Context: an optimization exercise on an open-source flow, tuned for a short achievable clock period and few clock cycles per item. The choices shown serve that exercise and are no tape-out recipe.
Where RTL was checked, it was by simulation tests only, not by an equivalence proof against the original.
For runs 1, 4 and 5, only the layout was checked, not whether the RTL still works.
Power figures rest on the tool's default switching activity, not on a simulated workload.

## flow/design.v (module list and top-level ports; edited modules follow where they fit)
// module hsid_fifo: 25 lines
// module hsid_main_fsm: 77 lines
// module hsid_mse: 121 lines
// module hsid_sq2: 766 lines
// module hsid_mse_comp: 29 lines
// module hsid_main: 63 lines
module hsid_main (
  input  logic                    clk,
  input  logic                    reset,
  input  logic                    start,
  input  logic                    clear,               
  input  logic                    hsi_vctr_in_valid,
  input  hsid_pkg::word_t         hsi_vctr_in,         
  input  hsid_pkg::bands_t        hsi_bands_in,        
  input  hsid_pkg::lib_ref_t      library_size_in,     
  output logic                    ready,
  output logic                    idle,
  output logic                    done,
  output hsid_pkg::mse_extremes_t mse_extremes
);
  // ...
==> flow/run.sh <==
#!/bin/bash
# synth_recipe.tcl (not shown) runs the flow's synth.tcl, then flattens the netlist and writes it again
# the make line also repeats each setting of config.mk as NAME=value (left out here)
make -C /OpenROAD-flow-scripts/flow DESIGN_CONFIG=/design/flow/config.mk WORK_HOME=/design/flow/orfs CLKGATE_MAP_FILE= SYNTH_SCRIPT=/design/flow/synth_recipe.tcl finish
==> flow/config.mk <==
export PLATFORM = sky130hd
export DESIGN_NAME = hsid_main
export DESIGN_NICKNAME = hsid_main
export VERILOG_FILES = /design/flow/design.v
export SDC_FILE = /design/flow/constraint.sdc
export NUM_CORES = 4
export LEC_CHECK = 0
export CAP_MARGIN = 20
export CORE_MARGIN = 2
export CORE_UTILIZATION = 40
export SLEW_MARGIN = 20
==> flow/constraint.sdc <==
create_clock -name core_clock -period 13.5 [get_ports {clk}]
set_input_delay 2.7000 -clock core_clock [delete_from_list [all_inputs] [get_ports {clk}]]
set_output_delay 2.7000 -clock core_clock [all_outputs]
set_load 0.01 [all_outputs]
==> impl_metrics.toml, run 1 <==
[run_status]
status = "finished clean"

[power]
clkPwrFrac_pct = 34.7
p_leak_nw = 96.6
power_leader = "registers"
p_comb_share_pct = 20.0

[sta]
max_freq_ghz = 0.207
hold-worst-slack_ns = 0.305
hold_viol_final = 0
relSlewSlack_pct = 19.6
finalClockSkew_ns = 0.0636

[clocking]
tritoncts = "done"
cts_buffer_depth = 4
cts_resized = 0
path_clk_slew_ns = 0.06

[cells_and_area]
final_common_cell = "nor2_1"
largest_reg_flops = 4096
clk_share_pct = 7.39
mostFrequentLayoutCells = "nor2_1 (4532), a21oi_1 (4397), edfxtp_1 (4157), dfxtp_1 (1241), inv_1 (812)"

[global_routing]
grt-busiest-layer = "met2"
grt_pass1_wl_um = 852000

[logic_synthesis]
synth_top_family_by_area = "compound AO/OA/AOI/OAI gates"
synth_area_leader_cell = "edfxtp_1"

[setup_path]
crit_arrival_ns = 2.14
slowest_stage = "clkdlybuf4s50_1"
critical_path.cell_chain = "clkdlybuf4s50_1"
path_max_fanout = 3
cp-endpoint = "mse_extremes[63]"

[routing]
wl_um = 550000
wl_per_cell_um = 19.9

[die]
core_um2 = 574000
dieWidth_um = 763
start_util_pct = 40.2

[placement]
place_ws_ns = 8.45

[min_path]
min_to = "mse_unit.quo[6][2]$_DFF_P_"
==> module hsid_fifo, before the edit <==
module hsid_fifo #(
  parameter int DEPTH = hsid_pkg::ELEMENTS_MAX  
) (
  input  logic                clk,
  input  logic                shift,       
  input  logic                load,        
  input  hsid_pkg::word_idx_t last_idx,    
  input  hsid_pkg::word_t     data_in,
  output hsid_pkg::word_t     head         
);
  hsid_pkg::word_t [DEPTH-1:0] mem;
  logic [DEPTH-1:0] tail;                  
  hsid_pkg::word_t  tail_word;
  assign head      = mem[0];
  assign tail_word = load ? data_in : mem[0];
  always_ff @(posedge clk) begin
    for (int i = 0; i < DEPTH; i++) tail[i] <= int'(last_idx) == i;
  end
  always_ff @(posedge clk) begin
    if (shift) begin
      for (int i = 0; i < DEPTH - 1; i++) mem[i] <= tail[i] ? tail_word : mem[i+1];
      mem[DEPTH-1] <= tail_word;
    end
  end
endmodule
==> module hsid_main_fsm, before the edit <==
module hsid_main_fsm (
  input  logic                 clk,
  input  logic                 reset,
  input  logic                 start,
  input  hsid_pkg::bands_t     hsi_bands,
  input  hsid_pkg::lib_ref_t   library_size,
  input  logic                 hsi_vctr_in_valid,
  input  logic                 run_done,        
  output logic                 take,            
  output logic                 run_start,       
  output logic                 tag_meas,        
  output logic                 tag_first,       
  output logic                 tag_last,        
  output logic                 tag_final,       
  output hsid_pkg::bands_t     bands,           
  output hsid_pkg::word_idx_t  last_idx,        
  output logic                 ready,
  output logic                 idle,
  output logic                 done
);
  hsid_pkg::word_idx_t  wcnt;         
  hsid_pkg::lib_ref_t   vcnt;         
  hsid_pkg::lib_ref_t   lib_size;
  hsid_pkg::word_idx_t  wcnt_inc;
  hsid_pkg::lib_ref_t   vcnt_inc;
  logic                 wlast_inc;    
  logic                 vlast_inc;    
  logic                 single;       
  assign run_start = idle && start;
  assign take      = hsi_vctr_in_valid && ready;
  assign last_idx  = hsid_pkg::word_idx_t'((bands - 8'd1) >> 1);
  assign single    = last_idx == '0;
  assign wcnt_inc  = wcnt + 1'b1;
  assign vcnt_inc  = vcnt + 1'b1;
  assign wlast_inc = wcnt_inc == last_idx;
  assign vlast_inc = vcnt_inc == lib_size;
  always_ff @(posedge clk) begin
    if (reset) begin
      idle  <= 1'b1;
      ready <= 1'b0;
      done  <= 1'b0;
    end else begin
      done <= run_done;
      if (run_start) begin
        idle  <= 1'b0;
        ready <= 1'b1;
      end
      if (take && tag_last && tag_final) ready <= 1'b0;  
      if (done) idle <= 1'b1;
    end
  end
  always_ff @(posedge clk) begin
    if (run_start) begin
      bands     <= hsi_bands;
      lib_size  <= library_size;
      wcnt      <= '0;
      vcnt      <= '0;
      tag_meas  <= 1'b1;
      tag_first <= 1'b1;
      tag_last  <= hsi_bands <= 8'd2;
      tag_final <= 1'b0;
    end else if (take) begin
      if (tag_last) begin
        wcnt      <= '0;
        vcnt      <= vcnt_inc;
        tag_meas  <= 1'b0;
        tag_first <= 1'b1;
        tag_last  <= single;
        tag_final <= vlast_inc;
      end else begin
        wcnt      <= wcnt_inc;
        tag_first <= 1'b0;
        tag_last  <= wlast_inc;
      end
    end
  end
endmodule
==> module hsid_mse, before the edit <==
module hsid_mse (
  input  logic              clk,
  input  logic              reset,
  input  logic              in_valid,       
  input  logic              in_first,       
  input  logic              in_last,        
  input  logic              in_final,       
  input  hsid_pkg::bands_t  bands,          
  input  hsid_pkg::word_t   element_a,      
  input  hsid_pkg::word_t   element_b,      
  output logic              mse_valid,
  output logic              mse_final,      
  output hsid_pkg::word_t   mse_value
);
  localparam int SW    = hsid_pkg::SUM_WIDTH;
  localparam int QW    = hsid_pkg::WORD_WIDTH;        
  localparam int NSTEP = QW / 2;                      
  localparam int SPS   = hsid_pkg::DIV_STEPS;         
  localparam int NST   = (NSTEP + SPS - 1) / SPS;     
  hsid_pkg::sample_t a_lo, a_hi, b_lo, b_hi;
  logic              mask_hi;
  logic              s1_valid, s1_first, s1_last, s1_final;
  hsid_pkg::sample_t s1_dlo, s1_dhi;
  assign a_lo    = element_a[15:0];
  assign a_hi    = element_a[31:16];
  assign b_lo    = element_b[15:0];
  assign b_hi    = element_b[31:16];
  assign mask_hi = in_last && bands[0];               
  always_ff @(posedge clk) begin
    s1_dlo   <= (a_lo > b_lo) ? a_lo - b_lo : b_lo - a_lo;
    s1_dhi   <= mask_hi ? '0 : ((a_hi > b_hi) ? a_hi - b_hi : b_hi - a_hi);
    s1_first <= in_first;
    s1_last  <= in_last;
    s1_final <= in_final;
  end
  logic              s2_valid, s2_first, s2_last, s2_final;
  logic [32:0]       sq_r0, sq_r1;
  logic [32:0]       s2_r0, s2_r1;
  hsid_sq2 sq (.a(s1_dlo), .b(s1_dhi), .r0(sq_r0), .r1(sq_r1));
  always_ff @(posedge clk) begin
    s2_r0    <= sq_r0;
    s2_r1    <= sq_r1;
    s2_first <= s1_first;
    s2_last  <= s1_last;
    s2_final <= s1_final;
  end
  hsid_pkg::sum_t acc, acc_next;
  logic           s3_valid, s3_final;
  hsid_pkg::sum_t s3_sum;
  assign acc_next = (s2_first ? '0 : acc) + SW'(s2_r0) + SW'(s2_r1);
  always_ff @(posedge clk) begin
    if (s2_valid) acc <= acc_next;
    s3_sum   <= acc_next;
    s3_final <= s2_final;
  end
  always_ff @(posedge clk) begin
    if (reset) begin
      s1_valid <= 1'b0;
      s2_valid <= 1'b0;
      s3_valid <= 1'b0;
    end else begin
      s1_valid <= in_valid;
      s2_valid <= s1_valid;
      s3_valid <= s2_valid && s2_last;                
    end
  end
  logic [7:0]    dB  [NST+1];
  logic [9:0]    dB3 [NST+1];
  logic [7:0]    rem [NST+1];
  logic [QW-1:0] quo [NST+1];                         
  logic          dv  [NST+1];
  logic          dfin[NST+1];
  assign dB[0]  = bands;
  assign dB3[0] = 10'(bands) + (10'(bands) << 1);
  assign rem[0]  = s3_sum[SW-1:QW];
  assign quo[0]  = s3_sum[QW-1:0];
  assign dv[0]   = s3_valid;
  assign dfin[0] = s3_final;
  for (genvar g = 0; g < NST; g++) begin : g_div
    logic [7:0]    r;
    logic [QW-1:0] q;
    logic [10:0]   t, t1, t2, t3;
    logic [9:0]    d1, d2, d3;
    assign d1 = 10'(dB[g+1]);
    assign d2 = 10'(dB[g+1]) << 1;
    assign d3 = dB3[g+1];
    always_ff @(posedge clk) begin
      dB[g+1]  <= dB[g];
      dB3[g+1] <= dB3[g];
    end
    always_comb begin
      r = rem[g];
      q = quo[g];
      for (int k = 0; k < SPS; k++) begin
        if (g * SPS + k < NSTEP) begin
          t  = {1'b0, r, q[QW-1:QW-2]};
          t1 = t - {1'b0, d1};
          t2 = t - {1'b0, d2};
          t3 = t - {1'b0, d3};
          q  = q << 2;
          if (!t3[10])      begin r = t3[7:0]; q[1:0] = 2'd3; end
          else if (!t2[10]) begin r = t2[7:0]; q[1:0] = 2'd2; end
          else if (!t1[10]) begin r = t1[7:0]; q[1:0] = 2'd1; end
          else              begin r = t[7:0];  q[1:0] = 2'd0; end
        end
      end
    end
    always_ff @(posedge clk) begin
      rem[g+1]  <= r;
      quo[g+1]  <= q;
      dfin[g+1] <= dfin[g];
    end
    always_ff @(posedge clk) begin
      if (reset) dv[g+1] <= 1'b0;
      else       dv[g+1] <= dv[g];
    end
  end
  assign mse_valid = dv[NST];
  assign mse_final = dfin[NST];
  assign mse_value = quo[NST];
endmodule
==> module hsid_mse_comp, before the edit <==
module hsid_mse_comp (
  input  logic                    clk,
  input  logic                    reset,
  input  logic                    clear,          
  input  logic                    run_start,      
  input  logic                    mse_valid,
  input  logic                    mse_final,      
  input  hsid_pkg::word_t         mse_value,
  output hsid_pkg::mse_extremes_t extremes,
  output logic                    run_done        
);
  logic               first;                      
  hsid_pkg::lib_ref_t idx;                        
  assign run_done = mse_valid && mse_final;
  always_ff @(posedge clk) begin
    if (run_start)      idx <= '0;
    else if (mse_valid) idx <= idx + 1'b1;
  end
  always_ff @(posedge clk) begin
    if (reset || clear) begin
      extremes <= '0;
      first    <= 1'b1;
    end else if (mse_valid) begin
      first <= 1'b0;
      if (first || mse_value < extremes.min.value) begin extremes.min.value <= mse_value; extremes.min.vctr_ref <= idx; end
      if (first || mse_value > extremes.max.value) begin extremes.max.value <= mse_value; extremes.max.vctr_ref <= idx; end
    end
  end
endmodule
==> module hsid_main, before the edit <==
module hsid_main (
  input  logic                    clk,
  input  logic                    reset,
  input  logic                    start,
  input  logic                    clear,               
  input  logic                    hsi_vctr_in_valid,
  input  hsid_pkg::word_t         hsi_vctr_in,         
  input  hsid_pkg::bands_t        hsi_bands_in,        
  input  hsid_pkg::lib_ref_t      library_size_in,     
  output logic                    ready,
  output logic                    idle,
  output logic                    done,
  output hsid_pkg::mse_extremes_t mse_extremes
);
  logic                take;
  logic                run_start;
  logic                run_done;
  logic                tag_meas, tag_first, tag_last, tag_final;
  hsid_pkg::bands_t    bands;
  hsid_pkg::word_idx_t last_idx;
  hsid_pkg::word_t     w_word;
  logic                w_valid;
  logic                w_meas, w_first, w_last, w_final;
  hsid_pkg::word_t     measure_word;
  logic                mse_valid;
  logic                mse_final;
  hsid_pkg::word_t     mse_value;
  hsid_main_fsm fsm (
    .clk(clk), .reset(reset), .start(start),
    .hsi_bands(hsi_bands_in), .library_size(library_size_in),
    .hsi_vctr_in_valid(hsi_vctr_in_valid), .run_done(run_done),
    .take(take), .run_start(run_start),
    .tag_meas(tag_meas), .tag_first(tag_first), .tag_last(tag_last), .tag_final(tag_final),
    .bands(bands), .last_idx(last_idx),
    .ready(ready), .idle(idle), .done(done)
  );
  always_ff @(posedge clk) begin
    if (reset) w_valid <= 1'b0;
    else       w_valid <= take;
  end
  always_ff @(posedge clk) begin
    w_word  <= hsi_vctr_in;
    w_meas  <= tag_meas;
    w_first <= tag_first;
    w_last  <= tag_last;
    w_final <= tag_final;
  end
  hsid_fifo fifo_measure (
    .clk(clk), .shift(w_valid), .load(w_meas), .last_idx(last_idx),
    .data_in(w_word), .head(measure_word)
  );
  hsid_mse mse_unit (
    .clk(clk), .reset(reset),
    .in_valid(w_valid && !w_meas), .in_first(w_first), .in_last(w_last), .in_final(w_final),
    .bands(bands), .element_a(measure_word), .element_b(w_word),
    .mse_valid(mse_valid), .mse_final(mse_final), .mse_value(mse_value)
  );
  hsid_mse_comp mse_comp (
    .clk(clk), .reset(reset), .clear(clear), .run_start(run_start),
    .mse_valid(mse_valid), .mse_final(mse_final), .mse_value(mse_value),
    .extremes(mse_extremes), .run_done(run_done)
  );
endmodule
==> run 2: changes to the inputs <==
--- a/flow/design.v
+++ b/flow/design.v
@@ -24,27 +24,39 @@
 endpackage
 `timescale 1ns/10ps
 module hsid_fifo #(
-  parameter int DEPTH = hsid_pkg::ELEMENTS_MAX  
+  parameter int DEPTH = hsid_pkg::ELEMENTS_MAX,  
+  parameter int GROUP = 4                        
 ) (
   input  logic                clk,
-  input  logic                shift,       
+  input  logic                idle,        
+  input  hsid_pkg::bands_t    bands_in,    
+  input  logic                take,        
   input  logic                load,        
   input  hsid_pkg::word_idx_t last_idx,    
-  input  hsid_pkg::word_t     data_in,
+  input  hsid_pkg::word_t     data_in,     
   output hsid_pkg::word_t     head         
 );
+  localparam int NGRP = DEPTH / GROUP;
   hsid_pkg::word_t [DEPTH-1:0] mem;
   logic [DEPTH-1:0] tail;                  
+  logic [NGRP-1:0]  used;                  
+  logic [NGRP-1:0]  shift;                 
   hsid_pkg::word_t  tail_word;
   assign head      = mem[0];
   assign tail_word = load ? data_in : mem[0];
   always_ff @(posedge clk) begin
     for (int i = 0; i < DEPTH; i++) tail[i] <= int'(last_idx) == i;
+    if (idle) for (int k = 0; k < NGRP; k++) used[k] <= int'(bands_in) > 2 * k * GROUP;
+    shift <= take ? used : '0;
   end
   always_ff @(posedge clk) begin
-    if (shift) begin
-      for (int i = 0; i < DEPTH - 1; i++) mem[i] <= tail[i] ? tail_word : mem[i+1];
-      mem[DEPTH-1] <= tail_word;
+    for (int k = 0; k < NGRP; k++) begin
+      if (shift[k]) begin
+        for (int j = 0; j < GROUP; j++) begin
+          if (k * GROUP + j == DEPTH - 1) mem[k*GROUP+j] <= tail_word;
+          else mem[k*GROUP+j] <= tail[k*GROUP+j] ? tail_word : mem[k*GROUP+j+1];
+        end
+      end
     end
   end
 endmodule
@@ -101,7 +113,7 @@
     end
   end
   always_ff @(posedge clk) begin
-    if (run_start) begin
+    if (idle) begin
       bands     <= hsi_bands;
       lib_size  <= library_size;
       wcnt      <= '0;
@@ -173,24 +185,34 @@
     s2_last  <= s1_last;
     s2_final <= s1_final;
   end
-  hsid_pkg::sum_t acc, acc_next;
-  logic           s3_valid, s3_final;
-  hsid_pkg::sum_t s3_sum;
-  assign acc_next = (s2_first ? '0 : acc) + SW'(s2_r0) + SW'(s2_r1);
+  logic              s3_valid, s3_first, s3_last, s3_final;
+  logic [33:0]       s3_sq;
   always_ff @(posedge clk) begin
-    if (s2_valid) acc <= acc_next;
-    s3_sum   <= acc_next;
+    s3_sq    <= 34'(s2_r0) + 34'(s2_r1);
+    s3_first <= s2_first;
+    s3_last  <= s2_last;
     s3_final <= s2_final;
   end
+  hsid_pkg::sum_t acc, acc_next;
+  logic           s4_valid, s4_final;
+  hsid_pkg::sum_t s4_sum;
+  assign acc_next = (s3_first ? '0 : acc) + SW'(s3_sq);
+  always_ff @(posedge clk) begin
+    if (s3_valid) acc <= acc_next;
+    s4_sum   <= acc_next;
+    s4_final <= s3_final;
+  end
   always_ff @(posedge clk) begin
     if (reset) begin
       s1_valid <= 1'b0;
       s2_valid <= 1'b0;
       s3_valid <= 1'b0;
+      s4_valid <= 1'b0;
     end else begin
       s1_valid <= in_valid;
       s2_valid <= s1_valid;
-      s3_valid <= s2_valid && s2_last;                
+      s3_valid <= s2_valid;
+      s4_valid <= s3_valid && s3_last;                
     end
   end
   logic [7:0]    dB  [NST+1];
@@ -201,10 +223,10 @@
   logic          dfin[NST+1];
   assign dB[0]  = bands;
   assign dB3[0] = 10'(bands) + (10'(bands) << 1);
-  assign rem[0]  = s3_sum[SW-1:QW];
-  assign quo[0]  = s3_sum[QW-1:0];
-  assign dv[0]   = s3_valid;
-  assign dfin[0] = s3_final;
+  assign rem[0]  = s4_sum[SW-1:QW];
+  assign quo[0]  = s4_sum[QW-1:0];
+  assign dv[0]   = s4_valid;
+  assign dfin[0] = s4_final;
   for (genvar g = 0; g < NST; g++) begin : g_div
     logic [7:0]    r;
     logic [QW-1:0] q;
@@ -1019,7 +1041,7 @@
   input  logic                    clk,
   input  logic                    reset,
   input  logic                    clear,          
-  input  logic                    run_start,      
+  input  logic                    idle,           
   input  logic                    mse_valid,
   input  logic                    mse_final,      
   input  hsid_pkg::word_t         mse_value,
@@ -1030,7 +1052,7 @@
   hsid_pkg::lib_ref_t idx;                        
   assign run_done = mse_valid && mse_final;
   always_ff @(posedge clk) begin
-    if (run_start)      idx <= '0;
+    if (idle)           idx <= '0;
     else if (mse_valid) idx <= idx + 1'b1;
   end
   always_ff @(posedge clk) begin
@@ -1093,7 +1115,7 @@
     w_final <= tag_final;
   end
   hsid_fifo fifo_measure (
-    .clk(clk), .shift(w_valid), .load(w_meas), .last_idx(last_idx),
+    .clk(clk), .idle(idle), .bands_in(hsi_bands_in), .take(take), .load(w_meas), .last_idx(last_idx),
     .data_in(w_word), .head(measure_word)
   );
   hsid_mse mse_unit (
@@ -1103,7 +1125,7 @@
     .mse_valid(mse_valid), .mse_final(mse_final), .mse_value(mse_value)
   );
   hsid_mse_comp mse_comp (
-    .clk(clk), .reset(reset), .clear(clear), .run_start(run_start),
+    .clk(clk), .reset(reset), .clear(clear), .idle(idle),
     .mse_valid(mse_valid), .mse_final(mse_final), .mse_value(mse_value),
     .extremes(mse_extremes), .run_done(run_done)
   );
==> flow/flow/run.sh (new file) <==
#!/bin/bash
# The standard layout (standard synthesis, floorplan, place, CTS, route),
# with timing repair asked to leave 9.5 ns of setup slack at the design's
# 13.5 ns clock, so that it also sizes and buffers paths far shorter than the
# clock period. make's output goes to standard.log; each ORFS step keeps its
# own log under orfs/logs/.
set -euo pipefail
bash standard.sh SETUP_SLACK_MARGIN=9.5 finish > standard.log 2>&1
==> flow/standard.sh (new file) <==
#!/bin/bash
# synth_recipe.tcl (not shown) runs the flow's synth.tcl, then flattens the netlist and writes it again
# the make line also repeats each setting of config.mk as NAME=value (left out here)
make -C /OpenROAD-flow-scripts/flow DESIGN_CONFIG=/design/flow/config.mk WORK_HOME=/design/flow/orfs CLKGATE_MAP_FILE= SYNTH_SCRIPT=/design/flow/synth_recipe.tcl "${@:-finish}"
--- a/flow/config.mk
+++ b/flow/config.mk
@@ -7,5 +7,8 @@
 export LEC_CHECK = 0
 export CAP_MARGIN = 20
 export CORE_MARGIN = 2
-export CORE_UTILIZATION = 40
+export CORE_UTILIZATION = 65
+export CTS_CLUSTER_DIAMETER = 100
+export CTS_CLUSTER_SIZE = 30
+export PLACE_DENSITY = 0.75
 export SLEW_MARGIN = 20
removed: flow/run.sh
==> run 2 against run 1 <==
Critical path depth is the same. Register-to-register slack improved by 0.49 ns. Sequential power rose by 3%. Maximum frequency rose by 15%. Clock power shrank 48%. Clock skew fell by 0.00099 ns. Die area is 38% lower. Sequential share of layout area grew 4.2 points. Global-route usage grew 11 points. Via count rose by 1.6%. Core utilization increased by 24 points.
==> impl_metrics.toml, run 2 <==
[run_status]
status = "finished clean"

[cells_and_area]
largest_reg_flops = 4096
mostFrequentLayoutCells = "nor2_1 (4504), a21oi_1 (4392), edfxtp_1 (4189), dfxtp_1 (1168), inv_1 (796)"
fillCellCount = 25712
syn2layout_area_growth_pct = 5.06
multiInputGateArea_um2 = 69800
largest_register = "fifo_measure.mem"
fin_cells = 24465
drive_gt1_share_pct = 5.33
fin_util_pct = 68.6
fin_area_um2 = 245000
regArea_um2 = 155000
top_regs = "fifo_measure.mem (4096), mse_unit.quo (512), mse_unit.dB3 (146)"
fin_nets = 20423
final_common_cell = "nor2_1"

[sta]
fin_crit_sh_pct = 31.2
setup_viol = 0
rsz0062_at_grt = "yes"
relSlewSlack_pct = 21.5
worstMarginPinSlew_ns = 1.17
hold_viol_final = 0
layout_min_cycle_time_ns = 4.22
report.final.slew_viol_count = 0
fin_ws_ns = 9.28
max_freq_ghz = 0.237
finalClockSkew_ns = 0.0627
fin_setup_tns_ns = 0

[setup_path]
crit_path_end_kind = "output pin"
critPathLaunchType = "register"
criticalPathCategory = "reg2out"
path_max_fanout = 2
r2r_start = "mse_unit.s1_dlo[11]$_DFF_P_"
crit_arrival_ns = 1.52
path_buf_inv = 1
critical_path.cell_chain = "buf_6"
cpPeakStageDelay_ns = 0.43
timing.rr.end = "mse_unit.s2_r1[19]$_DFF_P_"
critical_path.top_delay_family = "flip-flops"
rrSetupSlack_ns = 9.63
slowest_stage = "dfxtp_4"
required_ns = 10.80
ff2ff_path_depth = 11

[logic_synthesis]
ys_seq_elements = 5628
synth.most_common_cell = "nor2_1"
synth_cell_type_count = 64
synthMuxAreaShare_pct = 1.01
synth_compound_area_share_pct = 12.0
syn_area_per_cell_um2 = 11.5
synthAdderAreaFrac_pct = 5.54
syn_inst = 20286
synth_fp_nets = 21226
synthTopCellsByCount = "nor2_1 (4504), a21oi_1 (4395), edfxtp_1 (4189)"
synth-xor-area-share_pct = 1.50
synth_flop_cell = "edfxtp_1"
ys_warn_count = 11
synthSimpleGateAreaFrac_pct = 9.78
ys_top_cells_by_area = "edfxtp_1 (54%), dfxtp_1 (12%), a21oi_1 (9.5%)"
synth_edf_count = 4189
syn_area_um2 = 233000
synth_area_leader_cell = "edfxtp_1"
synth_top_area_share_pct = 54.1
synth-seq-area-share_pct = 66.4
synth_top_family_by_area = "compound AO/OA/AOI/OAI gates"
synth-async-reset-ratio_pct = 0

[global_routing]
antenna_found_initial = 21
grt_max_degree = 91
grt_pass1_vias = 139916
grt_pass1_wl_um = 826000
grt_use_total_pct = 29.2
grt_overflow_total = 0

[flow_run]
drv_cap = 0

[min_path]
min_path_type = "reg2reg"
min_to = "mse_unit.quo[7][6]$_DFF_P_"
hp-start = "mse_unit.quo[6][4]$_DFF_P_"
whs_path_depth = 0

[routing]
first_pass_iters = 6
wl_um = 538000
drc = 0
via_count = 147586
viasPerCell = 6.03
drtIter0Drc = 17502
wl_per_cell_um = 22.0
antenna_left = 0

[placement]
dp.cells = 23916
gp_congestion = 0.863
port_buffers = 147
post-dp-hpwl_um = 337000
place_ws_ns = 8.71
placed_area_um2 = 237000

[clocking]
path_clk_slew_ns = 0.12
cts-root-buf = "clkbuf_16"
cts_sinks = 5628
clk_latency_ns = 1.00
htreeDepth = 4
numCtsBuffers = 214
tritoncts = "done"
cts_buffer_depth = 4

[die]
dieWidth_um = 602
die_h_um = 602
die-area_um2 = 363000
core_um2 = 356000
start_util_pct = 65.3
row_count = 219
pin_count = 148

[power]
p_leak_nw = 92.2
ir_worst_vdd_mv = 0.156
p_per_area_nw_per_um2 = 158
-- run 2: cell types whose count changed after synthesis, sizes merged, moves of 29 or more --
cell    change
dfxtp      +69
xnor2      +47
xor2       +36
buf        +30
mux2       -61
a211oi     +64
o21ai      +52
nor2       -29
edfxtp     +32
a21o       +43
nand2      -76
fa         -29
ha         +32
-- run 2: how the worst max path moves through the flow --
| stage | from | end | slack [ns] | depth (start not counted) |
|---|---|---|---|---|
| after global routing | fsm.done$_SDFF_PP0_ | done | 9.25 | 1 |
| after global placement | reset | mse_comp.extremes[60]$_SDFFE_PP0P_ | 8.73 | 4 |
| after floorplan | hsi_vctr_in_valid | fsm.tag_final$_SDFFE_PP0P_ | 9.53 | 6 |
| final | fsm.done$_SDFF_PP0_ | done | 9.28 | 1 |
| after CTS | fsm.done$_SDFF_PP0_ | done | 9.22 | 1 |
| after detailed placement | reset | mse_comp.extremes[60]$_SDFFE_PP0P_ | 8.71 | 4 |
-- run 2: area by class of cell --
class | count | share of cell area [%]
diodes | 67 | 0.0686
clock buffers | 358 | 2.46
clock inverters | 22 | 0.130
inverters | 796 | 1.22
multi-input cells | 12359 | 28.5
flip-flops and latches | 5628 | 63.4
well taps | 4751 | 2.43
repair buffers | 484 | 1.71
-- run 2: cell families after synthesis --
group	Yosys count
muxes	233
buffers and inverters	2299
and+or+nand+nor	5567
xor gates and xnor gates	399
adders and majority gates	883
DFF	5628
AOI/OAI and AO/OA	5277
-- run 2: routing by layer --
| layer | GRT usage (%) | share of wire [%] | vias up |
|---|---|---|---|
| li1 | - | - | 68738 |
| met1 | 40.2 | 40 | 72335 |
| met2 | 49.1 | 49 | 5699 |
| met3 | 3.27 | 7.4 | 804 |
| met4 | 9.48 | 3.7 | 10 |
| met5 | 0 | 0.013 | - |
-- run 2: power breakdown --
group / switching, W / internal [W] / leakage (nW) / total (W)
Clock: 0.00515 / 0.00313 / 3.02 / 0.00829
Combinational: 0.00525 / 0.00384 / 38.9 / 0.00909
Sequential: 0.00114 / 0.0202 / 50.3 / 0.0213
Total: 0.0115 / 0.0271 / 92.2 / 0.0387
-- run 2: what timing repair did --
action                                  CTS  global route
setup buffers                            70            31
hold endpoints to repair                  0             0
cloned                                    0             0
hold buffers                              0             0
resized for setup                       563            26
endpoints found under the setup margin  131           174
pin swaps                                 0             2
-- run 2: stage by stage --
step	power, W	hold WS (ns)
after floorplan	0.0280	0.310
after global placement	0.0304	0.309
after detailed placement	0.0307	0.312
after CTS	0.0388	0.315
after global routing	0.0407	0.325
final	0.0387	0.308
Testbench counts of run 2, summed over its fixed seeds: cycles 248,158, items 3,445.
==> run 3: changes to the inputs <==
--- a/flow/config.mk
+++ b/flow/config.mk
@@ -7,8 +7,5 @@
 export LEC_CHECK = 0
 export CAP_MARGIN = 20
 export CORE_MARGIN = 2
-export CORE_UTILIZATION = 65
-export CTS_CLUSTER_DIAMETER = 100
-export CTS_CLUSTER_SIZE = 30
-export PLACE_DENSITY = 0.75
+export CORE_UTILIZATION = 40
 export SLEW_MARGIN = 20
==> run 3 against run 2 <==
First-iteration DRC count fell by 26%. Setup slack got worse by 0.16 ns. Clock power rose by 95%. Largest power group unchanged. Sequential power barely moved. Count of clock-buffer cells in the layout rose by 465. Global-route usage fell by 11 points. Cell count rose by 15%. Largest cell class unchanged.
==> impl_metrics.toml, run 3 <==
[die]
core_um2 = 581000
row_count = 280
die_h_um = 767
start_util_pct = 40.1
pin_count = 148
dieWidth_um = 767
die-area_um2 = 588000

[logic_synthesis]
ys_seq_elements = 5628
synth.most_common_cell = "nor2_1"
syn_area_um2 = 233000
synth_compound_area_share_pct = 12.0
synthAdderAreaFrac_pct = 5.54
synth-xor-area-share_pct = 1.50
synth_top_family_by_area = "compound AO/OA/AOI/OAI gates"
synthTopCellsByCount = "nor2_1 (4504), a21oi_1 (4395), edfxtp_1 (4189)"
syn_inst = 20286
syn_area_per_cell_um2 = 11.5
synthSimpleGateAreaFrac_pct = 9.78
synthMuxAreaShare_pct = 1.01
ys_warn_count = 11
synth_fp_nets = 21226
synth_area_leader_cell = "edfxtp_1"
synth_cell_type_count = 64
ys_top_cells_by_area = "edfxtp_1 (54%), dfxtp_1 (12%), a21oi_1 (9.5%)"
synth_edf_count = 4189
synth-seq-area-share_pct = 66.4
synth_top_area_share_pct = 54.1
synth_flop_cell = "edfxtp_1"
synth-async-reset-ratio_pct = 0

[global_routing]
grt_pass1_wl_um = 860000
grt_pass1_vias = 143087
grt_use_total_pct = 18.4
antenna_found_initial = 27
grt_max_degree = 113
grt_overflow_total = 0

[min_path]
whs_path_depth = 0
min_to = "mse_unit.quo[14][12]$_DFF_P_"
min_path_type = "reg2reg"
hp-start = "mse_unit.quo[13][10]$_DFF_P_"

[setup_path]
rrSetupSlack_ns = 9.64
criticalPathCategory = "reg2out"
timing.rr.end = "mse_unit.acc[32]$_DFFE_PP_"
critical_path.top_delay_family = "flip-flops"
critical_path.cell_chain = "buf_12 -> buf_6"
cpPeakStageDelay_ns = 0.35
crit_arrival_ns = 1.68
required_ns = 10.80
slowest_stage = "dfxtp_4"
critPathLaunchType = "register"
ff2ff_path_depth = 14
r2r_start = "mse_unit.s3_first$_DFF_P_"
path_buf_inv = 2
crit_path_end_kind = "output pin"
path_max_fanout = 2

[clocking]
cts_sinks = 5628
postCtsHoldBufs = 0
cts_buffer_depth = 4
clk_latency_ns = 1.10
numCtsBuffers = 601
tritoncts = "done"
htreeDepth = 6
path_clk_slew_ns = 0.06
cts-root-buf = "clkbuf_16"

[cells_and_area]
largest_register = "fifo_measure.mem"
top_regs = "fifo_measure.mem (4096), mse_unit.quo (512), mse_unit.dB3 (146)"
fillCellCount = 53217
fin_nets = 20824
final_common_cell = "nor2_1"
mostFrequentLayoutCells = "nor2_1 (4504), a21oi_1 (4393), edfxtp_1 (4189), dfxtp_1 (1167), inv_1 (796)"
largest_reg_flops = 4096
drive_gt1_share_pct = 8.15
syn2layout_area_growth_pct = 12.3

[power]
sequentialPowerShare_pct = 45.7
swShare_pct = 28.7
p_leak_nw = 98.6
internal-power_w = 0.0332
clkPwrFrac_pct = 34.7
ir_worst_vdd_mv = 0.134
p_per_area_nw_per_um2 = 178
p_switching_w = 0.0134
p_comb_share_pct = 19.5

[routing]
drc = 0
wl_um = 556000
viasPerCell = 5.24
via_count = 147356
antenna_left = 0
wl_per_cell_um = 19.8
drtIter0Drc = 12993
first_pass_iters = 8

[sta]
report.final.slew_viol_count = 0
setup_viol = 0
fin_setup_tns_ns = 0
relSlewSlack_pct = 19.2
rsz0062_at_grt = "yes"
hold-worst-slack_ns = 0.305
finalClockSkew_ns = 0.117
worstMarginPinSlew_ns = 1.21
layout_min_cycle_time_ns = 4.38
fin_crit_sh_pct = 32.5
hold_viol_final = 0
max_freq_ghz = 0.228

[flow_run]
drv_cap = 0

[placement]
gp_congestion = 0.826
post-dp-hpwl_um = 342000
port_buffers = 147

[run_status]
status = "finished clean"
==> run 3: cell counts after synthesis <==
Identical to the previous run, type by type.
==> run 3: repair_timing <==
action / CTS / global route
gates cloned: 1 / 1
setup buffers: 70 / 25
setup endpoints to repair: 185 / 112
gates resized for setup: 589 / 24
==> run 3: worst max path at each step <==
stage / depth (start not counted) / startpoint / to / slack [ns]
final: 2 / fsm.ready$_SDFFE_PP0P_ / ready / 9.12
after global routing: 2 / fsm.ready$_SDFFE_PP0P_ / ready / 9.05
after CTS: 2 / fsm.ready$_SDFFE_PP0P_ / ready / 9.02
after detailed placement: 6 / hsi_vctr_in_valid / fsm.tag_final$_SDFFE_PP0P_ / 8.61
after global placement: 6 / hsi_vctr_in_valid / fsm.tag_final$_SDFFE_PP0P_ / 8.60
after floorplan: 6 / hsi_vctr_in_valid / fsm.tag_final$_SDFFE_PP0P_ / 9.53
==> run 3: metal layers <==
metal  global-route usage, %  up-vias  part of all wire [%]
met1                    25.8    72920                    45
met4                    4.56        0                   2.4
met5                       0        -                     0
met3                    2.42      728                   5.5
met2                    30.2     3706                    47
li1                        -    70002                     -
==> run 3: power groups by stage <==
stage               clock, W  combinational (W)  sequential, W
floorplan                  0            0.00690         0.0211
global placement           0            0.00897         0.0217
detailed placement         0            0.00916         0.0217
CTS                   0.0165            0.00922         0.0213
global route          0.0172             0.0105         0.0215
finish                0.0162            0.00910         0.0213
==> run 3: per-stage QoR <==
| stage | util (%) | setup WS, ns | instance area [µm²] | total power [W] | std cells |
|---|---|---|---|---|---|
| 5_1_grt | 45.0 | 9.05 | 261000 | 0.0492 | 28137 |
| 4_1_cts | 45.0 | 9.02 | 261000 | 0.0471 | 28107 |
| 3_5_place_dp | 41.5 | 8.61 | 241000 | 0.0309 | 26938 |
| 6_report | 45.0 | 9.12 | 261000 | 0.0466 | 28144 |
| 2_1_floorplan | - | 9.53 | 233000 | 0.0280 | 20286 |
| 3_3_place_gp | 41.5 | 8.60 | 241000 | 0.0307 | 26938 |
==> run 3: kinds of logic (layout without fill, tap and decap cells) <==
group	count (synthesis)	count (layout)
other	0	10
buffers and inverters	2299	2392
AND/OR/NAND/NOR	5567	5567
adder cells (fa/ha/maj)	883	883
AO/OA/AOI/OAI	5277	5277
multiplexers	233	233
XOR/XNOR	399	399
flip-flops	5628	5628
==> run 3: final cells by class <==
class	count	area, µm²	area share, %
inverter	796	2990	1.14
timing repair buffer	498	4360	1.67
antenna	10	25.0	0.00957
clock inverter	275	2900	1.11
multi-input combinational	12359	69800	26.7
tap	7755	9700	3.71
sequential	5628	155000	59.4
clock buffer	823	16500	6.30
==> run 4: changes to the inputs <==
--- a/flow/design.v
+++ b/flow/design.v
@@ -41,9 +41,11 @@
   logic [DEPTH-1:0] tail;                  
   logic [NGRP-1:0]  used;                  
   logic [NGRP-1:0]  shift;                 
-  hsid_pkg::word_t  tail_word;
-  assign head      = mem[0];
-  assign tail_word = load ? data_in : mem[0];
+  logic [DEPTH-1:0] put_new;               
+  logic [DEPTH-1:0] put_head;              
+  assign head     = mem[0];
+  assign put_new  = load ? tail : '0;
+  assign put_head = load ? '0 : tail;
   always_ff @(posedge clk) begin
     for (int i = 0; i < DEPTH; i++) tail[i] <= int'(last_idx) == i;
     if (idle) for (int k = 0; k < NGRP; k++) used[k] <= int'(bands_in) > 2 * k * GROUP;
@@ -53,8 +55,9 @@
     for (int k = 0; k < NGRP; k++) begin
       if (shift[k]) begin
         for (int j = 0; j < GROUP; j++) begin
-          if (k * GROUP + j == DEPTH - 1) mem[k*GROUP+j] <= tail_word;
-          else mem[k*GROUP+j] <= tail[k*GROUP+j] ? tail_word : mem[k*GROUP+j+1];
+          if (put_new[k*GROUP+j])         mem[k*GROUP+j] <= data_in;
+          else if (put_head[k*GROUP+j] || k * GROUP + j == DEPTH - 1) mem[k*GROUP+j] <= mem[0];
+          else                            mem[k*GROUP+j] <= mem[k*GROUP+j+1];
         end
       end
     end
@@ -77,6 +80,7 @@
   output logic                 tag_final,       
   output hsid_pkg::bands_t     bands,           
   output hsid_pkg::word_idx_t  last_idx,        
+  output logic                 idle_int,        
   output logic                 ready,
   output logic                 idle,
   output logic                 done
@@ -89,31 +93,42 @@
   logic                 wlast_inc;    
   logic                 vlast_inc;    
   logic                 single;       
-  assign run_start = idle && start;
-  assign take      = hsi_vctr_in_valid && ready;
+  logic                 ready_int;    
+  assign idle_int  = idle_q;
+  assign run_start = idle_q && start;
+  assign take      = hsi_vctr_in_valid && ready_int;
   assign last_idx  = hsid_pkg::word_idx_t'((bands - 8'd1) >> 1);
   assign single    = last_idx == '0;
   assign wcnt_inc  = wcnt + 1'b1;
   assign vcnt_inc  = vcnt + 1'b1;
   assign wlast_inc = wcnt_inc == last_idx;
   assign vlast_inc = vcnt_inc == lib_size;
+  logic idle_q;
   always_ff @(posedge clk) begin
     if (reset) begin
-      idle  <= 1'b1;
-      ready <= 1'b0;
-      done  <= 1'b0;
+      idle_q    <= 1'b1;
+      ready_int <= 1'b0;
+      idle      <= 1'b1;
+      ready     <= 1'b0;
+      done      <= 1'b0;
     end else begin
       done <= run_done;
-      if (run_start) begin
+      if (idle_q && start) begin
+        idle_q    <= 1'b0;
+        ready_int <= 1'b1;
+      end
+      if (hsi_vctr_in_valid && ready_int && tag_last && tag_final) ready_int <= 1'b0;  
+      if (done) idle_q <= 1'b1;
+      if (idle && start) begin
         idle  <= 1'b0;
         ready <= 1'b1;
       end
-      if (take && tag_last && tag_final) ready <= 1'b0;  
+      if (hsi_vctr_in_valid && ready && tag_last && tag_final) ready <= 1'b0;
       if (done) idle <= 1'b1;
     end
   end
   always_ff @(posedge clk) begin
-    if (idle) begin
+    if (idle_q) begin
       bands     <= hsi_bands;
       lib_size  <= library_size;
       wcnt      <= '0;
@@ -155,7 +170,7 @@
 );
   localparam int SW    = hsid_pkg::SUM_WIDTH;
   localparam int QW    = hsid_pkg::WORD_WIDTH;        
-  localparam int NSTEP = QW / 2;                      
+  localparam int NSTEP = QW / 4;                      
   localparam int SPS   = hsid_pkg::DIV_STEPS;         
   localparam int NST   = (NSTEP + SPS - 1) / SPS;     
   hsid_pkg::sample_t a_lo, a_hi, b_lo, b_hi;
@@ -188,8 +203,8 @@
   logic              s3_valid, s3_first, s3_last, s3_final;
   logic [33:0]       s3_sq;
   always_ff @(posedge clk) begin
-    s3_sq    <= 34'(s2_r0) + 34'(s2_r1);
-    s3_first <= s2_first;
+    s3_sq    <= s2_valid ? 34'(s2_r0) + 34'(s2_r1) : '0;  
+    s3_first <= s2_valid && s2_first;
     s3_last  <= s2_last;
     s3_final <= s2_final;
   end
@@ -198,7 +213,7 @@
   hsid_pkg::sum_t s4_sum;
   assign acc_next = (s3_first ? '0 : acc) + SW'(s3_sq);
   always_ff @(posedge clk) begin
-    if (s3_valid) acc <= acc_next;
+    acc      <= acc_next;
     s4_sum   <= acc_next;
     s4_final <= s3_final;
   end
@@ -215,50 +230,43 @@
       s4_valid <= s3_valid && s3_last;                
     end
   end
-  logic [7:0]    dB  [NST+1];
-  logic [9:0]    dB3 [NST+1];
-  logic [7:0]    rem [NST+1];
-  logic [QW-1:0] quo [NST+1];                         
-  logic          dv  [NST+1];
-  logic          dfin[NST+1];
-  assign dB[0]  = bands;
-  assign dB3[0] = 10'(bands) + (10'(bands) << 1);
+  logic [11:0]   mulB [16];                           
+  logic [7:0]    rem  [NST+1];
+  logic [QW-1:0] quo  [NST+1];                        
+  logic          dv   [NST+1];
+  logic          dfin [NST+1];
+  always_ff @(posedge clk) begin
+    for (int j = 0; j < 16; j++) mulB[j] <= 12'(j) * 12'(bands);
+  end
   assign rem[0]  = s4_sum[SW-1:QW];
   assign quo[0]  = s4_sum[QW-1:0];
   assign dv[0]   = s4_valid;
   assign dfin[0] = s4_final;
   for (genvar g = 0; g < NST; g++) begin : g_div
-    logic [7:0]    r;
-    logic [QW-1:0] q;
-    logic [10:0]   t, t1, t2, t3;
-    logic [9:0]    d1, d2, d3;
-    assign d1 = 10'(dB[g+1]);
-    assign d2 = 10'(dB[g+1]) << 1;
-    assign d3 = dB3[g+1];
-    always_ff @(posedge clk) begin
-      dB[g+1]  <= dB[g];
-      dB3[g+1] <= dB3[g];
-    end
+    logic [11:0] t;
+    logic [12:0] d  [16];
+    logic [16:0] ge;                                  
+    logic [15:0] sel;                                 
+    logic [7:0]  r;
+    logic [3:0]  qd;
     always_comb begin
-      r = rem[g];
-      q = quo[g];
-      for (int k = 0; k < SPS; k++) begin
-        if (g * SPS + k < NSTEP) begin
-          t  = {1'b0, r, q[QW-1:QW-2]};
-          t1 = t - {1'b0, d1};
-          t2 = t - {1'b0, d2};
-          t3 = t - {1'b0, d3};
-          q  = q << 2;
-          if (!t3[10])      begin r = t3[7:0]; q[1:0] = 2'd3; end
-          else if (!t2[10]) begin r = t2[7:0]; q[1:0] = 2'd2; end
-          else if (!t1[10]) begin r = t1[7:0]; q[1:0] = 2'd1; end
-          else              begin r = t[7:0];  q[1:0] = 2'd0; end
-        end
+      t = {rem[g], quo[g][QW-1:QW-4]};
+      ge = '0;
+      for (int j = 0; j < 16; j++) begin
+        d[j]  = {1'b0, t} - {1'b0, mulB[j]};
+        ge[j] = !d[j][12];
+      end
+      for (int j = 0; j < 16; j++) sel[j] = ge[j] && !ge[j+1];
+      r  = '0;
+      qd = '0;
+      for (int j = 0; j < 16; j++) begin
+        r  = r  | (sel[j] ? d[j][7:0] : 8'd0);
+        qd = qd | (sel[j] ? 4'(j) : 4'd0);
       end
     end
     always_ff @(posedge clk) begin
       rem[g+1]  <= r;
-      quo[g+1]  <= q;
+      quo[g+1]  <= {quo[g][QW-5:0], qd};
       dfin[g+1] <= dfin[g];
     end
     always_ff @(posedge clk) begin
@@ -1084,6 +1092,7 @@
   logic                take;
   logic                run_start;
   logic                run_done;
+  logic                idle_int;
   logic                tag_meas, tag_first, tag_last, tag_final;
   hsid_pkg::bands_t    bands;
   hsid_pkg::word_idx_t last_idx;
@@ -1101,7 +1110,7 @@
     .take(take), .run_start(run_start),
     .tag_meas(tag_meas), .tag_first(tag_first), .tag_last(tag_last), .tag_final(tag_final),
     .bands(bands), .last_idx(last_idx),
-    .ready(ready), .idle(idle), .done(done)
+    .idle_int(idle_int), .ready(ready), .idle(idle), .done(done)
   );
   always_ff @(posedge clk) begin
     if (reset) w_valid <= 1'b0;
@@ -1115,7 +1124,7 @@
     w_final <= tag_final;
   end
   hsid_fifo fifo_measure (
-    .clk(clk), .idle(idle), .bands_in(hsi_bands_in), .take(take), .load(w_meas), .last_idx(last_idx),
+    .clk(clk), .idle(idle_int), .bands_in(hsi_bands_in), .take(take), .load(w_meas), .last_idx(last_idx),
     .data_in(w_word), .head(measure_word)
   );
   hsid_mse mse_unit (
@@ -1125,7 +1134,7 @@
     .mse_valid(mse_valid), .mse_final(mse_final), .mse_value(mse_value)
   );
   hsid_mse_comp mse_comp (
-    .clk(clk), .reset(reset), .clear(clear), .idle(idle),
+    .clk(clk), .reset(reset), .clear(clear), .idle(idle_int),
     .mse_valid(mse_valid), .mse_final(mse_final), .mse_value(mse_value),
     .extremes(mse_extremes), .run_done(run_done)
   );
--- a/flow/config.mk
+++ b/flow/config.mk
@@ -7,5 +7,8 @@
 export LEC_CHECK = 0
 export CAP_MARGIN = 20
 export CORE_MARGIN = 2
-export CORE_UTILIZATION = 40
+export CORE_UTILIZATION = 65
+export CTS_CLUSTER_DIAMETER = 100
+export CTS_CLUSTER_SIZE = 24
+export PLACE_DENSITY = 0.75
 export SLEW_MARGIN = 20
==> run 4 against run 3 <==
Still clean on timing, DRC and antenna. Via count is 18% higher. Count of clock-buffer cells in the layout is 425 lower. Synthesized cell count is 11% higher. Synthesized area is 4.5% higher. Cell count is 3.5% lower. Setup slack better by 0.17 ns. Largest cell class unchanged. Highest routed layer is now met5.
==> impl_metrics.toml, run 4 <==
[run_status]
status = "finished clean"

[logic_synthesis]
syn_inst = 22488
synth-async-reset-ratio_pct = 0
synthAdderAreaFrac_pct = 9.23
synth_top_area_share_pct = 51.2
ys_warn_count = 19
synth_edf_count = 4149
synth_compound_area_share_pct = 14.6
ys_seq_elements = 5054
synth-xor-area-share_pct = 2.21
synth_flop_cell = "edfxtp_1"
synth_top_family_by_area = "compound AO/OA/AOI/OAI gates"
synth_cell_type_count = 102
ys_top_cells_by_area = "edfxtp_1 (51%), a21oi_1 (9.5%), dfxtp_1 (7.5%)"
synth_area_leader_cell = "edfxtp_1"
synthTopCellsByCount = "nor2_1 (4732), a21oi_1 (4613), edfxtp_1 (4149)"
synth.most_common_cell = "nor2_1"
synth_fp_nets = 24170
synth-seq-area-share_pct = 58.7
synthSimpleGateAreaFrac_pct = 11.2
syn_area_um2 = 243000
syn_area_per_cell_um2 = 10.8
synthMuxAreaShare_pct = 0.642

[min_path]
min_path_type = "reg2reg"
hp-start = "w_last$_DFF_P_"

[power]
ir_worst_vdd_mv = 0.143
p_per_area_nw_per_um2 = 159
p_leak_nw = 98.4

[routing]
viasPerCell = 6.42
first_pass_iters = 7
wl_um = 722000
wl_per_cell_um = 26.6
antenna_left = 0
via_count = 174176
drc = 0
drtIter0Drc = 22815

[cells_and_area]
fin_nets = 23591
mostFrequentLayoutCells = "nor2_1 (4732), a21oi_1 (4609), edfxtp_1 (4149), ha_1 (1338), inv_1 (700)"
largest_reg_flops = 4096
drive_gt1_share_pct = 6.14
largest_register = "fifo_measure.mem"
syn2layout_area_growth_pct = 6.24
fillCellCount = 27186
top_regs = "fifo_measure.mem (4096), mse_unit.quo (256), fifo_measure.tail (128)"
multiInputGateArea_um2 = 92900
final_common_cell = "nor2_1"
regArea_um2 = 143000

[setup_path]
path_max_fanout = 2
r2r_start = "w_meas$_DFF_P_"
critPathLaunchType = "register"
crit_path_start = "fsm.idle$_SDFFE_PP1P_"
path_buf_inv = 1
cpPeakStageDelay_ns = 0.44
required_ns = 10.80
critical_path.cell_chain = "buf_6"
critical_path.top_delay_family = "flip-flops"
crit_path_end_kind = "output pin"
crit_arrival_ns = 1.51
slowest_stage = "dfxtp_4"
criticalPathCategory = "reg2out"

[clocking]
path_clk_slew_ns = 0.10
cts_buffer_depth = 4
postCtsHoldBufs = 0
clk_latency_ns = 1.01
cts_sinks = 5054
tritoncts = "done"
htreeDepth = 4
numCtsBuffers = 244
cts-root-buf = "clkbuf_16"

[placement]
gp_congestion = 1.03
place_ws_ns = 8.60
post-dp-hpwl_um = 474000
port_buffers = 147

[die]
dieWidth_um = 616
die_h_um = 616
core_um2 = 372000
start_util_pct = 65.3
pin_count = 148
row_count = 224
die-area_um2 = 379000

[global_routing]
grt_use_total_pct = 37.3
grt_pass1_vias = 162205
use_met1_pct = 52.6
antenna_found_initial = 64
grt_max_degree = 127
grt_use_met3_pct = 6.91
gr-usage-met2_pct = 56.8
grt_pass1_wl_um = 1060000
grt-busiest-layer = "met2"
grt_overflow_total = 0

[sta]
relSlewSlack_pct = 15.9
worstMarginPinSlew_ns = 1.26
fin_ws_ns = 9.29
rsz0062_at_grt = "yes"
fin_crit_sh_pct = 31.2
layout_min_cycle_time_ns = 4.21
hold_viol_final = 0
finalClockSkew_ns = 0.110
max_freq_ghz = 0.238
fin_setup_tns_ns = 0
report.final.slew_viol_count = 0
setup_viol = 0

[flow_run]
drv_cap = 0
==> run 4: final cells by class <==
class / instances / share of cell area (%)
flip-flops and latches: 5054 / 55.4
multi-input cells: 15241 / 36.0
clock buffers: 398 / 2.64
well taps: 4972 / 2.41
repair buffers: 647 / 2.21
inverters: 721 / 1.06
clock inverters: 36 / 0.205
diodes: 82 / 0.0794
==> run 4: power by group <==
group          switching (W)  leakage, nW  internal (W)  total (W)
clock network        0.00500         3.51       0.00356    0.00857
registers           0.000715         45.2        0.0176     0.0183
logic                0.00897         49.7       0.00527     0.0142
==> run 4: path summary, 6_finish.rpt <==
check,slack (ns),cells past startpoint,to
setup / recovery,9.29,1,idle
hold / removal,0.31,0,mse_unit.s1_last$_DFF_P_
setup reg to reg,9.44,5,fifo_measure.mem[1487]$_DFFE_PP_
hold reg to reg,0.31,0,mse_unit.s1_last$_DFF_P_
==> run 4: logic make-up (layout without fill, tap and decap cells) <==
group | Yosys count | count (layout)
adder cells (fa/ha/maj) | 1625 | 1625
other | 0 | 82
AND/OR/NAND/NOR | 6496 | 6497
multiplexers | 154 | 154
XOR/XNOR | 614 | 614
buffers and inverters | 2194 | 1802
AO/OA/AOI/OAI | 6351 | 6351
flip-flops | 5054 | 5054
==> run 4: metrics by stage <==
| stage | instances | total power, W | util (%) | hold slack [ns] | area [µm²] |
|---|---|---|---|---|---|
| floorplan | 22488 | 0.0275 | - | 0.310 | 243000 |
| global placement | 26499 | 0.0321 | 66.8 | 0.310 | 249000 |
| detailed placement | 26499 | 0.0324 | 66.8 | 0.312 | 249000 |
| CTS | 27009 | 0.0408 | 69.1 | 0.292 | 257000 |
| global route | 27127 | 0.0430 | 69.3 | 0.319 | 258000 |
| finish | 27151 | 0.0411 | 69.4 | 0.312 | 258000 |
==> run 4: what timing repair did <==
item | 4_1_cts | 5_1_grt
setup endpoints to repair | 511 | 237
hold endpoints to repair | 0 | 0
pin swaps | 0 | 5
gates cloned | 0 | 1
resized for setup | 637 | 76
setup buffers | 76 | 54
==> run 4: per-layer routing <==
metal,vias up,part of all wire [%]
met1,84581,40
met2,8989,45
met3,1528,10
met5,-,0.035
met4,34,5.4
li1,79044,-
==> run 5: changes to the inputs <==
--- a/flow/design.v
+++ b/flow/design.v
@@ -104,6 +104,7 @@
   assign wlast_inc = wcnt_inc == last_idx;
   assign vlast_inc = vcnt_inc == lib_size;
   logic idle_q;
+  logic done_int;
   always_ff @(posedge clk) begin
     if (reset) begin
       idle_q    <= 1'b1;
@@ -111,20 +112,22 @@
       idle      <= 1'b1;
       ready     <= 1'b0;
       done      <= 1'b0;
+      done_int  <= 1'b0;
     end else begin
-      done <= run_done;
+      done_int <= run_done;
+      done     <= run_done && !idle_q;                    
       if (idle_q && start) begin
         idle_q    <= 1'b0;
         ready_int <= 1'b1;
       end
       if (hsi_vctr_in_valid && ready_int && tag_last && tag_final) ready_int <= 1'b0;  
-      if (done) idle_q <= 1'b1;
+      if (done_int) idle_q <= 1'b1;
       if (idle && start) begin
         idle  <= 1'b0;
         ready <= 1'b1;
       end
       if (hsi_vctr_in_valid && ready && tag_last && tag_final) ready <= 1'b0;
-      if (done) idle <= 1'b1;
+      if (done_int) idle <= 1'b1;
     end
   end
   always_ff @(posedge clk) begin
@@ -1063,14 +1066,27 @@
     if (idle)           idx <= '0;
     else if (mse_valid) idx <= idx + 1'b1;
   end
+  hsid_pkg::word_t min_v, max_v;
+  logic            upd_min, upd_max;
+  assign upd_min = mse_valid && (first || mse_value < min_v);
+  assign upd_max = mse_valid && (first || mse_value > max_v);
+  always_ff @(posedge clk) begin
+    if (reset || clear) begin
+      first <= 1'b1;
+      min_v <= '0;
+      max_v <= '0;
+    end else begin
+      if (mse_valid) first <= 1'b0;
+      if (upd_min) min_v <= mse_value;
+      if (upd_max) max_v <= mse_value;
+    end
+  end
   always_ff @(posedge clk) begin
     if (reset || clear) begin
       extremes <= '0;
-      first    <= 1'b1;
-    end else if (mse_valid) begin
-      first <= 1'b0;
-      if (first || mse_value < extremes.min.value) begin extremes.min.value <= mse_value; extremes.min.vctr_ref <= idx; end
-      if (first || mse_value > extremes.max.value) begin extremes.max.value <= mse_value; extremes.max.vctr_ref <= idx; end
+    end else begin
+      if (upd_min) begin extremes.min.value <= mse_value; extremes.min.vctr_ref <= idx; end
+      if (upd_max) begin extremes.max.value <= mse_value; extremes.max.vctr_ref <= idx; end
     end
   end
 endmodule
--- a/flow/config.mk
+++ b/flow/config.mk
@@ -7,8 +7,8 @@
 export LEC_CHECK = 0
 export CAP_MARGIN = 20
 export CORE_MARGIN = 2
-export CORE_UTILIZATION = 65
-export CTS_CLUSTER_DIAMETER = 100
+export CORE_UTILIZATION = 72
+export CTS_CLUSTER_DIAMETER = 80
 export CTS_CLUSTER_SIZE = 24
-export PLACE_DENSITY = 0.75
+export PLACE_DENSITY = 0.82
 export SLEW_MARGIN = 20
==> run 5 against run 4 <==
Highest routed layer unchanged. Combinational power about the same. Still clean. Sequential power barely moved. Cell area rose by 0.21%. Die area decreased by 9.5%.
==> impl_metrics.toml, run 5 <==
[sta]
hold_viol_final = 0
report.final.slew_viol_count = 0
max_freq_ghz = 0.240
rsz0062_at_grt = "yes"
setup_viol = 0
fin_setup_tns_ns = 0
relSlewSlack_pct = 13.7
finalClockSkew_ns = 0.0640
fin_crit_sh_pct = 30.9
worstMarginPinSlew_ns = 1.29
fin_ws_ns = 9.32
layout_min_cycle_time_ns = 4.18

[cells_and_area]
top_regs = "fifo_measure.mem (4096), mse_unit.quo (256), fifo_measure.tail (128)"
final_common_cell = "nor2_1"
largest_register = "fifo_measure.mem"
drive_gt1_share_pct = 6.35
syn2layout_area_growth_pct = 6.31
fillCellCount = 21089
fin_util_pct = 76.9
fin_area_um2 = 259000
largest_reg_flops = 4096
fin_nets = 23578
mostFrequentLayoutCells = "nor2_1 (4706), a21oi_1 (4598), edfxtp_1 (4149), ha_1 (1340), inv_1 (741)"

[logic_synthesis]
syn_area_per_cell_um2 = 10.8
synth-seq-area-share_pct = 58.6
synth_fp_nets = 24159
synth.most_common_cell = "nor2_1"
synth-async-reset-ratio_pct = 0
synth_cell_type_count = 118
synth_top_area_share_pct = 51.2
ys_top_cells_by_area = "edfxtp_1 (51%), a21oi_1 (9.5%), dfxtp_1 (7.4%)"
synth_flop_cell = "edfxtp_1"
synth_area_leader_cell = "edfxtp_1"
synth_top_family_by_area = "compound AO/OA/AOI/OAI gates"
syn_inst = 22477
synth-xor-area-share_pct = 2.20
synth_edf_count = 4149
ys_warn_count = 19
synthSimpleGateAreaFrac_pct = 11.1
syn_area_um2 = 244000
synthAdderAreaFrac_pct = 9.22
ys_seq_elements = 5055
synthTopCellsByCount = "nor2_1 (4706), a21oi_1 (4599), edfxtp_1 (4149)"
synth_compound_area_share_pct = 14.8
synthMuxAreaShare_pct = 0.630

[die]
dieWidth_um = 586
start_util_pct = 72.3
row_count = 213
die-area_um2 = 343000
die_h_um = 586
core_um2 = 337000
pin_count = 148

[setup_path]
required_ns = 10.80
cpPeakStageDelay_ns = 0.39
ff2ff_path_depth = 5
criticalPathCategory = "reg2out"
crit_arrival_ns = 1.48
critical_path.top_delay_family = "flip-flops"
crit_cells = 1
critical_path.cell_chain = "buf_6"
rrSetupSlack_ns = 9.42
slowest_stage = "dfxtp_2"
crit_path_end_kind = "output pin"
path_max_fanout = 2
path_buf_inv = 1
critPathLaunchType = "register"

[run_status]
status = "finished clean"

[clocking]
cts-root-buf = "clkbuf_16"
clk_latency_ns = 1.00
htreeDepth = 5
numCtsBuffers = 270
postCtsHoldBufs = 0
path_clk_slew_ns = 0.09
cts_sinks = 5055
tritoncts = "done"
cts_buffer_depth = 4

[routing]
wl_um = 744000
drtIter0Drc = 28334
wl_per_cell_um = 27.9
antenna_left = 0
first_pass_iters = 7
via_count = 178962
viasPerCell = 6.72
drc = 0

[global_routing]
antenna_found_initial = 36
grt_use_total_pct = 42.5
grt_overflow_total = 0
grt_pass1_wl_um = 1080000
grt_pass1_vias = 167319
grt_max_degree = 127

[placement]
port_buffers = 147
placed_area_um2 = 248000
place_ws_ns = 8.40
gp_congestion = 1.03
post-dp-hpwl_um = 473000

[power]
p_per_area_nw_per_um2 = 162
ir_worst_vdd_mv = 0.128
p_leak_nw = 98.8
power_w = 0.0419

[flow_run]
drv_cap = 0

[min_path]
min_path_type = "reg2reg"
whs_path_depth = 0
-- run 5: changes by cell type in the layout (fill, tap and decap cells not counted), moves of 29 or more --
| cell | change |
|---|---|
| clkbuf_16 | +36 |
| o21a_1 | +60 |
| nand3_1 | -36 |
| nand2_1 | -71 |
| inv_1 | +41 |
| diode_2 | -40 |
| and2_1 | -32 |
| buf_4 | -29 |
| a21o_1 | +59 |
-- run 5: path summary, 6_finish.rpt --
| path | start | to |
|---|---|---|
| worst min-delay path | mse_unit.quo[3][1]$_DFF_P_ | mse_unit.quo[4][5]$_DFF_P_ |
| worst max register to register | w_meas$_DFF_P_ | fifo_measure.mem[1050]$_DFFE_PP_ |
| worst min register to register | mse_unit.quo[3][1]$_DFF_P_ | mse_unit.quo[4][5]$_DFF_P_ |
| worst max-delay path | mse_comp.extremes[44]$_SDFFE_PP0P_ | mse_extremes[44] |
-- run 5: repair_timing --
item	CTS	global route
setup endpoints to repair	606	338
resized for setup	624	82
setup buffers	75	55
pin swaps	0	1
cloned	1	2
-- run 5: cell type report --
class | instances | area [µm²] | share of cell area (%)
Clock inverter | 52 | 783 | 0.303
Clock buffer | 410 | 7570 | 2.92
Antenna cell | 42 | 105 | 0.0406
Inverter | 760 | 2860 | 1.10
Multi-Input combinational cell | 15196 | 93100 | 36.0
Sequential cell | 5055 | 143000 | 55.4
Tap cell | 4515 | 5650 | 2.18
Timing Repair Buffer | 613 | 5500 | 2.12
-- run 5: metrics by stage --
stage               hold WS (ns)  instances
floorplan                  0.310      22477
global placement           0.310      25999
detailed placement         0.312      26001
CTS                        0.305      26539
global route               0.313      26612
finish                     0.311      26643
-- run 5: cell families (layout without fill, tap and decap cells) --
family,after synthesis,count (layout)
AOI/OAI and AO/OA,6414,6414
xor gates and xnor gates,611,611
and+or+nand+nor,6393,6393
buffers and inverters,2228,1835
other,0,42
DFF,5055,5055
adders and majority gates,1625,1625
muxes,151,153
-- run 5: layer usage --
layer | vias up | track usage (%) | routed length [µm]
met1 | 85100 | 57.4 | 266000
met4 | 26 | 26.7 | 53600
li1 | 78915 | - | -
met5 | - | 0 | 166
met2 | 12679 | 62.9 | 327000
met3 | 2242 | 9.89 | 97400
-- run 5: worst reg2reg max path: stages (launching register included) --
cell,delay [ns]
dfxtp_4,0.88
buf_6,0.61
mux2i_4,0.34
buf_4,0.66
buf_4,0.78
a21oi_1,0.46
-- run 5: power breakdown --
group	internal (W)	total, W	switching [W]
logic	0.00531	0.0144	0.00907
clock network	0.00406	0.00924	0.00518
registers	0.0176	0.0183	0.000728
total	0.0270	0.0419	0.0150
==> run 6: changes to the inputs <==
--- a/flow/design.v
+++ b/flow/design.v
@@ -97,7 +97,6 @@
   assign idle_int  = idle_q;
   assign run_start = idle_q && start;
   assign take      = hsi_vctr_in_valid && ready_int;
-  assign last_idx  = hsid_pkg::word_idx_t'((bands - 8'd1) >> 1);
   assign single    = last_idx == '0;
   assign wcnt_inc  = wcnt + 1'b1;
   assign vcnt_inc  = vcnt + 1'b1;
@@ -133,6 +132,7 @@
   always_ff @(posedge clk) begin
     if (idle_q) begin
       bands     <= hsi_bands;
+      last_idx  <= hsid_pkg::word_idx_t'((hsi_bands - 8'd1) >> 1);
       lib_size  <= library_size;
       wcnt      <= '0;
       vcnt      <= '0;
--- a/flow/config.mk
+++ b/flow/config.mk
@@ -7,8 +7,8 @@
 export LEC_CHECK = 0
 export CAP_MARGIN = 20
 export CORE_MARGIN = 2
-export CORE_UTILIZATION = 72
-export CTS_CLUSTER_DIAMETER = 80
+export CORE_UTILIZATION = 65
+export CTS_CLUSTER_DIAMETER = 100
 export CTS_CLUSTER_SIZE = 24
-export PLACE_DENSITY = 0.82
+export PLACE_DENSITY = 0.75
 export SLEW_MARGIN = 20
==> run 6 against run 5 <==
Still clean. Sequential power is essentially flat. Via count shrank 2.2%. Synthesized area shrank 0.23%. Die area grew 10%. Synthesized cell count shrank 0.35%. Cell area shrank 0.14%. Sequential cell count grew 7. Global-route usage shrank 4.5 points. Register-to-register slack gained 0.05 ns. Routed wire length shrank 1.4%.
==> impl_metrics.toml, run 6 <==
[clocking]
numCtsBuffers = 263
cts-root-buf = "clkbuf_16"
htreeDepth = 5
path_clk_slew_ns = 0.10
clk_latency_ns = 1.00

[flow_run]
drv_cap = 0

[sta]
worstMarginPinSlew_ns = 1.22
relSlewSlack_pct = 18.3
layout_min_cycle_time_ns = 4.17
fin_setup_tns_ns = 0
fin_crit_sh_pct = 30.9

[cells_and_area]
top_regs = "fifo_measure.mem (4096), mse_unit.quo (256), fifo_measure.tail (128)"
largest_register = "fifo_measure.mem"
final_common_cell = "nor2_1"
drive_gt1_share_pct = 6.15
fin_nets = 23509

[logic_synthesis]
synth_fp_nets = 24071
synthTopCellsByCount = "nor2_1 (4685), a21oi_1 (4578), edfxtp_1 (4156)"
synth_cell_type_count = 93
synth-seq-area-share_pct = 58.8
syn_inst = 22398
ys_top_cells_by_area = "edfxtp_1 (51%), a21oi_1 (9.4%), dfxtp_1 (7.5%)"
synth.most_common_cell = "nor2_1"
ys_seq_elements = 5062

[setup_path]
critical_path.top_delay_family = "flip-flops"
ff2ff_path_depth = 16
critical_path.cell_chain = "buf_6"
rrSetupSlack_ns = 9.47
cpPeakStageDelay_ns = 0.42
r2r_start = "mse_unit.mulB[15][0]$_DFF_P_"
path_max_fanout = 3

[die]
pin_count = 148
start_util_pct = 65.3
core_um2 = 372000
row_count = 224

[placement]
placed_area_um2 = 249000

[power]
ir_worst_vdd_mv = 0.157
p_per_area_nw_per_um2 = 160

[routing]
first_pass_iters = 10
drtIter0Drc = 23160
via_count = 174951
wl_um = 734000
wl_per_cell_um = 27.1
viasPerCell = 6.46

[run_status]
status = "finished clean"

[min_path]
whs_path_depth = 0

[global_routing]
grt_pass1_vias = 163760
grt_overflow_total = 0
antenna_found_initial = 52
-- run 6: cell families (layout without fill, tap and decap cells) --
logic type | Yosys count | in the layout | share of synthesized area [%]
multiplexers | 146 | 147 | 0.605
adder cells (fa/ha/maj) | 1616 | 1616 | 9.19
other | 0 | 68 | 0
XOR/XNOR | 617 | 617 | 2.22
buffers and inverters | 2185 | 1817 | 3.39
flip-flops | 5062 | 5062 | 58.8
AO/OA/AOI/OAI | 6368 | 6368 | 14.7
AND/OR/NAND/NOR | 6404 | 6404 | 11.1
-- run 6: worst max path at each step --
stage | start | end | slack, ns | cells past startpoint
finish | fsm.idle$_SDFFE_PP1P_ | idle | 9.33 | 1
global route | mse_unit.mulB[15][0]$_DFF_P_ | mse_unit.rem[3][2]$_DFF_P_ | 9.29 | 15
CTS | fsm.idle$_SDFFE_PP1P_ | idle | 9.27 | 1
detailed placement | reset | mse_comp.extremes[23]$_SDFFE_PP0P_ | 8.34 | 4
global placement | hsi_bands_in[0] | fifo_measure.used[21]$_DFFE_PP_ | 8.34 | 5
floorplan | w_meas$_DFF_P_ | fifo_measure.mem[0]$_DFFE_PP_ | 9.53 | 4
-- run 6: metrics by stage --
step | worst slack, ns | instances | hold WS (ns) | utilization [%] | power (W)
floorplan | 9.53 | 22398 | 0.310 | - | 0.0274
global placement | 8.34 | 26440 | 0.310 | 66.9 | 0.0320
detailed placement | 8.34 | 26441 | 0.312 | 66.9 | 0.0322
CTS | 9.27 | 26974 | 0.307 | 69.3 | 0.0410
global route | 9.29 | 27060 | 0.310 | 69.4 | 0.0432
finish | 9.33 | 27071 | 0.311 | 69.5 | 0.0414
-- run 6: timing repair --
action,CTS,global route
pin swaps,0,3
setup endpoints to repair,629,231
cloned,1,0
resized for setup,646,84
buffers inserted,72,28
hold buffers,0,0
endpoints found under the hold margin,0,0
-- run 6: cell type report --
cell class	instances	area [µm²]	share of cell area [%]
multi-input cells	15152	92500	35.8
flip-flops and latches	5062	144000	55.5
diodes	68	170	0.0658
inverters	722	2730	1.06
well taps	4972	6220	2.41
clock buffers	411	7240	2.80
repair buffers	635	5480	2.12
clock inverters	49	693	0.268
-- run 6: per-layer routing --
metal | vias up | routed length [µm] | share of wire (%) | global-route usage (%)
met2 | 9409 | 330000 | 45 | 58.4
met1 | 85086 | 285000 | 39 | 52.3
met3 | 1628 | 75600 | 10 | 6.99
met4 | 18 | 43800 | 6.0 | 19.4
li1 | 78810 | - | - | -
met5 | - | 117 | 0.016 | 0
-- run 6: power by group --
part           leakage [nW]  total (W)  switching, W  internal, W
logic                  49.1     0.0141       0.00891      0.00522
registers              45.3     0.0182      0.000637       0.0176
clock network          3.79    0.00901       0.00517      0.00384
total                  98.2     0.0414        0.0147       0.0267
Testbench counts of run 6, summed over its fixed seeds: cycles 246,238, items 3,445.

Re-timed with assumed drivers on the ports (clkbuf_16 on the clock, buf_2 on other inputs), run 6 has 9.205 ns of setup slack against 9.326 ns with ideal ports, and 8.821 ns once port delays also move by the mid clock arrival of 1.070 ns.
